This design comes from an exercise in tuning for small area on the open sky130 flow, not from production work.
Function was checked by simulation only, so behaviour that the tests miss may differ from the original.

[flow/design.v]
`default_nettype none
package sat_pkg;
    localparam int num_bool_vars = 2;                        
    localparam int num_int_vars  = 2;                        
    localparam int num_vars      = num_bool_vars + num_int_vars;  
    localparam int num_clauses   = 4;                        
    localparam int int_width  = 4;    
    localparam int sum_width  = 10;   
    localparam int gain_width = 3;    
    localparam int idx_width  = $clog2(num_clauses);
    localparam int assign_w = num_bool_vars + 2 * int_width;   
    localparam int code_w   = 2 * num_bool_vars;
    localparam int bias_lsb = code_w;
    localparam int coef0_lsb = code_w + int_width;
    localparam int coef1_lsb = code_w + 2 * int_width;
    localparam int clause_w = code_w + 3 * int_width;   
    localparam int formula_w = num_clauses * clause_w;
endpackage
`default_nettype wire
`default_nettype none
module clause_store
(
    input  logic                                     clk,
    input  logic                                     rst_n,
    input  logic                                     clause_write,   
    input  logic [sat_pkg::idx_width-1:0]            clause_index,   
    input  logic [sat_pkg::clause_w-1:0]             clause_data,    
    output logic [sat_pkg::formula_w-1:0]            formula         
);
    for (genvar k = 0; k < sat_pkg::num_clauses; k++)
    begin : g_clause
        always_ff @(posedge clk or negedge rst_n)
        begin
            if (!rst_n)
                formula[k*sat_pkg::clause_w +: sat_pkg::clause_w] <= '0;   
            else if (clause_write && (clause_index == k))
                formula[k*sat_pkg::clause_w +: sat_pkg::clause_w] <= clause_data;   
        end
    end
endmodule
`default_nettype wire
`default_nettype none
module clause_eval
(
    input  logic [sat_pkg::formula_w-1:0]   formula,         
    input  logic [sat_pkg::num_clauses-1:0] clause_enable,   
    input  logic [sat_pkg::assign_w-1:0]    assignment,      
    output logic [sat_pkg::gain_width-1:0]  sat_count        
);
    localparam int iw = sat_pkg::int_width;
    localparam int sw = sat_pkg::sum_width;
    localparam int cw = sat_pkg::clause_w;
    localparam int nb = sat_pkg::num_bool_vars;
    logic [sat_pkg::num_clauses-1:0] sat_vec;   
    wire signed [sw-1:0] v0 = {{(sw-iw){assignment[iw-1]}}, assignment[iw-1:0]};
    wire signed [sw-1:0] v1 = {{(sw-iw){assignment[2*iw-1]}}, assignment[2*iw-1:iw]};
    wire [nb-1:0]        bv = assignment[sat_pkg::assign_w-1:2*iw];
    for (genvar k = 0; k < sat_pkg::num_clauses; k++)
    begin : g_clause
        wire [cw-1:0]        c  = formula[k*cw +: cw];
        wire signed [sw-1:0] c0 = {{(sw-iw){c[sat_pkg::coef0_lsb+iw-1]}}, c[sat_pkg::coef0_lsb +: iw]};
        wire signed [sw-1:0] c1 = {{(sw-iw){c[sat_pkg::coef1_lsb+iw-1]}}, c[sat_pkg::coef1_lsb +: iw]};
        wire signed [sw-1:0] b  = {{(sw-iw){c[sat_pkg::bias_lsb+iw-1]}}, c[sat_pkg::bias_lsb +: iw]};
        wire signed [sw-1:0] sum = (c0 * v0) + (c1 * v1) + b;   
        logic bool_hit;
        always_comb
        begin
            bool_hit = 1'b0;
            for (int j = 0; j < nb; j++)
            begin
                if (c[2*j+1] && (bv[j] == c[2*j]))
                    bool_hit = 1'b1;
            end
        end
        assign sat_vec[k] = bool_hit || (sum >= 0);   
    end
    always_comb
    begin
        sat_count = '0;
        for (int k = 0; k < sat_pkg::num_clauses; k++)
        begin
            sat_count = sat_count + {{(sat_pkg::gain_width-1){1'b0}}, sat_vec[k] & clause_enable[k]};
        end
    end
endmodule
`default_nettype wire
`default_nettype none
module move_proposer
(
    input  logic [sat_pkg::assign_w-1:0]               current,               
    input  logic [sat_pkg::num_bool_vars-1:0]          bool_propose_enable,   
    input  logic [sat_pkg::num_int_vars-1:0]           int_propose_enable,    
    output logic [sat_pkg::num_vars*sat_pkg::assign_w-1:0] cand_assign,       
    output logic [sat_pkg::num_vars-1:0]               cand_valid             
);
    localparam int aw       = sat_pkg::assign_w;
    localparam int iw       = sat_pkg::int_width;
    localparam int nb       = sat_pkg::num_bool_vars;
    localparam int int0_idx = nb;       
    localparam int int1_idx = nb + 1;   
    for (genvar i = 0; i < nb; i++)
    begin : g_bool
        assign cand_assign[i*aw +: aw] = current ^ (aw'(1) << (2*iw + i));   
        assign cand_valid[i]           = bool_propose_enable[i];
    end
    assign cand_assign[int0_idx*aw +: aw] = {current[aw-1:iw], current[iw-1:0] + iw'(1)};
    assign cand_valid[int0_idx]           = int_propose_enable[0];
    assign cand_assign[int1_idx*aw +: aw] = {current[aw-1:2*iw], current[2*iw-1:iw] + iw'(1), current[iw-1:0]};
    assign cand_valid[int1_idx]           = int_propose_enable[1];
endmodule
`default_nettype wire
`default_nettype none
module best_move_select
(
    input  logic                                            clk,
    input  logic                                            rst_n,
    input  logic                                            start,          
    input  logic [sat_pkg::assign_w-1:0]                    current,        
    input  logic [sat_pkg::gain_width-1:0]                  current_gain,   
    input  logic [sat_pkg::num_vars*sat_pkg::assign_w-1:0] cand_assign,    
    input  logic [sat_pkg::num_vars-1:0]                    cand_valid,     
    input  logic [sat_pkg::num_vars*sat_pkg::gain_width-1:0] cand_gains,    
    output logic [sat_pkg::num_vars*sat_pkg::gain_width-1:0] gains,         
    output logic [sat_pkg::gain_width-1:0]                  best_gain,
    output logic [sat_pkg::assign_w-1:0]                    best_assignment,
    output logic                                            done            
);
    localparam int aw = sat_pkg::assign_w;
    localparam int gw = sat_pkg::gain_width;
    localparam int nv = sat_pkg::num_vars;
    logic [nv*gw-1:0] masked_gains;   
    logic             s1_valid;       
    logic [aw-1:0]    s1_current;
    logic [gw-1:0]    s1_cur_gain;
    logic [nv*aw-1:0] s1_assign;
    logic [nv-1:0]    s1_valid_vec;
    logic [nv*gw-1:0] s1_gains;
    for (genvar i = 0; i < nv; i++)
    begin : g_mask
        assign masked_gains[i*gw +: gw] = cand_valid[i] ? cand_gains[i*gw +: gw] : '0;
    end
    always_ff @(posedge clk or negedge rst_n)
    begin
        if (!rst_n)
            s1_valid <= 1'b0;
        else
            s1_valid <= start;
    end
    always_ff @(posedge clk)
    begin
        if (start)
        begin
            s1_current   <= current;
            s1_cur_gain  <= current_gain;
            s1_assign    <= cand_assign;
            s1_valid_vec <= cand_valid;
            s1_gains     <= masked_gains;
        end
    end
    logic [gw-1:0] sel_gain;
    logic [aw-1:0] sel_assign;
    logic          found;      
    always_comb
    begin
        sel_gain   = s1_cur_gain;   
        sel_assign = s1_current;
        found      = 1'b0;
        for (int i = 0; i < nv; i++)
        begin
            if (s1_valid_vec[i] && (!found || (s1_gains[i*gw +: gw] > sel_gain)))
            begin
                sel_gain   = s1_gains[i*gw +: gw];   
                sel_assign = s1_assign[i*aw +: aw];
                found      = 1'b1;
            end
        end
    end
    always_ff @(posedge clk or negedge rst_n)
    begin
        if (!rst_n)
        begin
            gains           <= '0;
            best_gain       <= '0;
            best_assignment <= '0;
            done            <= 1'b0;
        end
        else
        begin
            done <= s1_valid;   
            if (s1_valid)
            begin
                gains           <= s1_gains;     
                best_gain       <= sel_gain;
                best_assignment <= sel_assign;
            end
        end
    end
endmodule
`default_nettype wire
`default_nettype none
module local_move
(
    input  logic                                       clk,
    input  logic                                       rst_n,
    input  logic                                       clause_write,          
    input  logic [sat_pkg::idx_width-1:0]              clause_index,
    input  logic [sat_pkg::clause_w-1:0]               clause_data,
    input  logic [sat_pkg::num_clauses-1:0]            clause_enable,         
    input  logic [sat_pkg::assign_w-1:0]               current,               
    input  logic [sat_pkg::num_bool_vars-1:0]          bool_propose_enable,   
    input  logic [sat_pkg::num_int_vars-1:0]           int_propose_enable,    
    input  logic                                       start,                 
    output logic [sat_pkg::num_vars*sat_pkg::gain_width-1:0] gains,
    output logic [sat_pkg::gain_width-1:0]             best_gain,
    output logic [sat_pkg::assign_w-1:0]               best_assignment,
    output logic                                       done                   
);
    localparam int aw = sat_pkg::assign_w;
    localparam int gw = sat_pkg::gain_width;
    localparam int nv = sat_pkg::num_vars;
    logic [sat_pkg::formula_w-1:0] formula;        
    logic [nv*aw-1:0]              cand_assign;    
    logic [nv-1:0]                 cand_valid;
    logic [gw-1:0]                 current_gain;   
    logic [nv*gw-1:0]              cand_gains;     
    clause_store u_clause_store (
        .clk          (clk),
        .rst_n        (rst_n),
        .clause_write (clause_write),
        .clause_index (clause_index),
        .clause_data  (clause_data),
        .formula      (formula)
    );
    move_proposer u_move_proposer (
        .current             (current),
        .bool_propose_enable (bool_propose_enable),
        .int_propose_enable  (int_propose_enable),
        .cand_assign         (cand_assign),
        .cand_valid          (cand_valid)
    );
    clause_eval u_eval_current (
        .formula       (formula),
        .clause_enable (clause_enable),
        .assignment    (current),
        .sat_count     (current_gain)
    );
    for (genvar i = 0; i < nv; i++)
    begin : g_eval_cand
        clause_eval u_eval_cand (
            .formula       (formula),
            .clause_enable (clause_enable),
            .assignment    (cand_assign[i*aw +: aw]),
            .sat_count     (cand_gains[i*gw +: gw])
        );
    end
    best_move_select u_best_move_select (
        .clk             (clk),
        .rst_n           (rst_n),
        .start           (start),
        .current         (current),
        .current_gain    (current_gain),
        .cand_assign     (cand_assign),
        .cand_valid      (cand_valid),
        .cand_gains      (cand_gains),
        .gains           (gains),
        .best_gain       (best_gain),
        .best_assignment (best_assignment),
        .done            (done)
    );
endmodule
`default_nettype wire
[flow/run.sh]
#!/bin/bash
# synth_recipe.tcl (not shown) runs the flow's synth.tcl, then flattens the netlist and writes it again
# the make line also repeats each setting of config.mk as NAME=value (left out here)
make -C /OpenROAD-flow-scripts/flow DESIGN_CONFIG=/design/flow/config.mk WORK_HOME=/design/flow/orfs CLKGATE_MAP_FILE= SYNTH_SCRIPT=/design/flow/synth_recipe.tcl finish
[flow/config.mk]
export PLATFORM = sky130hd
export DESIGN_NAME = local_move
export DESIGN_NICKNAME = local_move
export VERILOG_FILES = /design/flow/design.v
export SDC_FILE = /design/flow/constraint.sdc
export NUM_CORES = 4
export LEC_CHECK = 0
export CAP_MARGIN = 20
export CORE_MARGIN = 2
export CORE_UTILIZATION = 40
export SLEW_MARGIN = 20
[flow/constraint.sdc]
create_clock -name core_clock -period 12.0 [get_ports {clk}]
set_input_delay 2.4000 -clock core_clock [delete_from_list [all_inputs] [get_ports {clk}]]
set_output_delay 2.4000 -clock core_clock [all_outputs]
set_load 0.01 [all_outputs]
==> impl_metrics.env <==
export IMPL_status="finished clean"
export IMPL_synth_cell_types=59
export IMPL_slowest_delay_ns=1.05
export IMPL_synth_top_area_share_pct=23.6
export IMPL_met1_length_mm=22.2
export IMPL_cp_end_kind="flip-flop"
export IMPL_synthArstFlopShare_pct=70.0
export IMPL_port_buffers=65
export IMPL_postLayoutSetupSlackWorst_ns=1.31
export IMPL_area_growth_pct=10.4
export IMPL_start_util_pct=40.5
export IMPL_routed_via_count=13478
export IMPL_critPathMaxFanout=19
export IMPL_tns_ns=0
export IMPL_grt_pass1_vias=14636
export IMPL_clockBufferDepth=2
export IMPL_drive_gt1_share_pct=7.56
export IMPL_met3_length_mm=2.37
export IMPL_grt_max_degree=56
export IMPL_synthCells=1961
export IMPL_die_h_um=226
export IMPL_grt_pass1_wl_mm=78.6
export IMPL_worst_path_buf_inv=5
export IMPL_finalClockSkew_ns=0.0106
export IMPL_syn_cell_area_um2=19800
export IMPL_coreArea_um2=48800
export IMPL_max_slew_margin_pct=32.1
export IMPL_ios=66
export IMPL_syn_area_per_cell_um2=10.1
export IMPL_pre_cts_slack_ns=0.831
export IMPL_yosys_top_cells_area="fa_1 24%, ha_1 22%, dfrtp_1 12%"
export IMPL_wl_mm=47.7
export IMPL_synth_edff_count=39
export IMPL_num_fill_cells=4695
export IMPL_drv_cap=0
export IMPL_yosysWarnings=3
export IMPL_dieArea_um2=51200
export IMPL_layout_min_cycle_time_ns=10.69
export IMPL_wl_per_cell_um=17.7
export IMPL_drtIter0Drc=438
export IMPL_htreeDepth=4
export IMPL_cts_root_buffer="clkbuf_16"
export IMPL_synthXorXnorAreaFrac_pct=6.12
export IMPL_regToRegStartpoint="u_clause_store.formula[25]"
export IMPL_synth_seq_cells=130
export IMPL_worstSetupPathType="input pin to flip-flop"
export IMPL_grtUsageTotal_pct=20.0
export IMPL_synth_top_cells_by_count="349 x ha_1, 324 x inv_1, 233 x fa_1"
export IMPL_cts_buffers=17
export IMPL_layout_cells_non_filler=2700
export IMPL_gp_congestion=0.876
export IMPL_ctsHoldBuffers=0
export IMPL_ant_nets=0
export IMPL_hpwl_mm=39.4
export IMPL_yosys_area_top_type="fa_1"
export IMPL_cpMostUsedCell="fa_1"
export IMPL_grt_antenna_before_repair=0
export IMPL_floorplan_rows=81
export IMPL_hold_path_class="flip-flop to flip-flop"
export IMPL_post_cts_buffers=0
export IMPL_dr_pass1_iters=5
export IMPL_rsz0062_at_grt="false"
export IMPL_setup_viol=0
export IMPL_synthFlopType="dfrtp_1"
export IMPL_min_from="u_best_move_select.gains[0]"
export IMPL_crit_slowest_cell="clkdlybuf4s50_1"
export IMPL_vias_per_cell=4.99
export IMPL_path_clk_slew_ns=0.07
export IMPL_routed_wl_met2_mm=22.1
export IMPL_route_detailed_drc=0
export IMPL_synth_most_common_cell="ha_1"
export IMPL_ys_seq_area_share_pct=17.4
export IMPL_clk_insertion_delay_late_ns=0.44
export IMPL_antennaDiodeCount=0
export IMPL_post_route_period_util_pct=89.1
export IMPL_cts_resized=0
export IMPL_finish_utilization_pct=44.7
export IMPL_synth_adder_area_share_pct=45.7
export IMPL_hold_viol=0
export IMPL_placed_cells=2667
export IMPL_synth_top_family_by_area="adder cells"
export IMPL_cts_sinks=130
export IMPL_yosys_area_share_simple_pct=10.7
export IMPL_required_ns=12.20
export IMPL_final_nets=2645
export IMPL_start_kind="input pin"
export IMPL_synth_nets=2583
export IMPL_cp_arrival_ns=10.89
export IMPL_gr_total_overflow=0
export IMPL_fmax_ghz=0.0935
export IMPL_die_x_um=226
export IMPL_synth_compound_area_share_pct=7.97
export IMPL_crit_start="current[6]"
export IMPL_cts_tree="built"
export IMPL_dr_max_layer_used="met4"
export IMPL_critPathTopFamily="adder cells"
export IMPL_tightest_slew_ns=1.02
export IMPL_slew_viol_final=0
export IMPL_synth_mux_area_share_pct=4.89
==> routing by layer <==
metal,global-route usage (%),vias to the layer above
li1,-,6506
met1,26.5,6667
met2,33.0,253
met3,4.13,52
met4,5.67,0
met5,0,-
==> cell families after synthesis <==
logic type	after synthesis
buffers and inverters	373
xor gates and xnor gates	138
and+or+nand+nor	407
DFF	130
muxes	87
adders and majority gates	582
AOI/OAI and AO/OA	244
==> worst register-to-register path, delay by kind of cell, from the launching register on <==
family | cells | cell delay (ns)
AND/OR/NAND/NOR | 5 | 0.63
buffers and inverters | 4 | 0.26
flip-flops | 1 | 0.57
XOR/XNOR | 2 | 0.42
adder cells (fa/ha/maj) | 13 | 5.01
AO/OA/AOI/OAI | 6 | 1.03
==> final cells by class <==
class,count,area (µm²),area share (%)
inverter,326,1220,5.61
multi-input combinational,1458,14900,68.4
tap,664,831,3.81
clock buffer,19,454,2.08
sequential,130,3450,15.8
timing repair buffer,90,835,3.82
clock inverter,13,110,0.505
==> registers in the layout (all words and copies together), names as in the netlist <==
signal,cells
u_best_move_select.best_assignment,10
u_best_move_select.best_gain,3
u_clause_store.formula,64
u_best_move_select.s1_gains,12
u_best_move_select.gains,12
u_best_move_select.s1_valid_vec,4
u_best_move_select.s1_current,9
u_best_move_select.s1_assign,11
u_best_move_select.s1_cur_gain,3
u_best_move_select.s1_valid,1
u_best_move_select.done,1
==> stage by stage <==
stage | hold slack, ns | area [µm²]
3_3_place_gp | 0.491 | 21200
3_5_place_dp | 0.495 | 21200
2_1_floorplan | 0.401 | 19800
4_1_cts | 0.510 | 21800
6_report | 0.505 | 21800
5_1_grt | 0.524 | 21800
==> final timing paths <==
| check | end | slack [ns] | depth (start not counted) |
|---|---|---|---|
| max in group asynchronous | u_clause_store.formula[5] | 8.87 | 2 |
| max reg2reg | u_best_move_select.s1_gains[10] | 3.81 | 30 |
| max | u_best_move_select.s1_gains[7] | 1.31 | 30 |
| min reg2reg | u_best_move_select.gains[0] | 0.50 | 1 |
| min | u_best_move_select.gains[0] | 0.50 | 1 |
| min in group asynchronous | u_best_move_select.best_gain[1] | 1.94 | 1 |
==> cell usage in the layout, fill, tap and decap left out, types with 9 or more instances in the layout <==
| cell | n |
|---|---|
| dfrtp_1 | 91 |
| a211oi_1 | 10 |
| a21o_1 | 39 |
| a21oi_1 | 90 |
| edfxtp_1 | 39 |
| clkbuf_16 | 18 |
| nor2_1 | 65 |
| fa_1 | 233 |
| clkdlybuf4s50_1 | 63 |
| xor2_1 | 26 |
| inv_1 | 324 |
| xnor2_1 | 110 |
| o21bai_1 | 12 |
| mux2_2 | 77 |
| ha_1 | 349 |
| nand2_1 | 109 |
| nor2b_1 | 40 |
| and2_1 | 102 |
| mux2i_1 | 10 |
| nand2b_1 | 44 |
| a22oi_1 | 9 |
| o21ai_0 | 43 |
| buf_4 | 25 |

-- port drivers added, routing unchanged --
The results above use ideal ports. As a check the final layout listed here was re-extracted and re-timed, cells and wires unchanged. Step 1, drivers: a clkbuf_16 drives clk and a buf_2 each remaining input, both assumed. Step 2 adds t to the input delays and takes it off the output delays; t is the mean of the earliest and latest rising clock arrival at the registers after step 1. Input paths then give back, and output paths get back, about the clock's delay inside the block. Slacks: ideal ports / drivers / drivers and shift; pairs: ideal ports / drivers.
t (ns): 0.492
setup WS [ns]: 1.310 / 1.334 / 0.842
hold WS [ns]: 0.505 / 0.505 / 0.505
worst data-port slew with drivers (ns): 0.05
After both steps setup and hold are still met in this run. For this run, drivers alone change the setup slack by +0.024 ns; drivers and shift together by -0.468 ns.
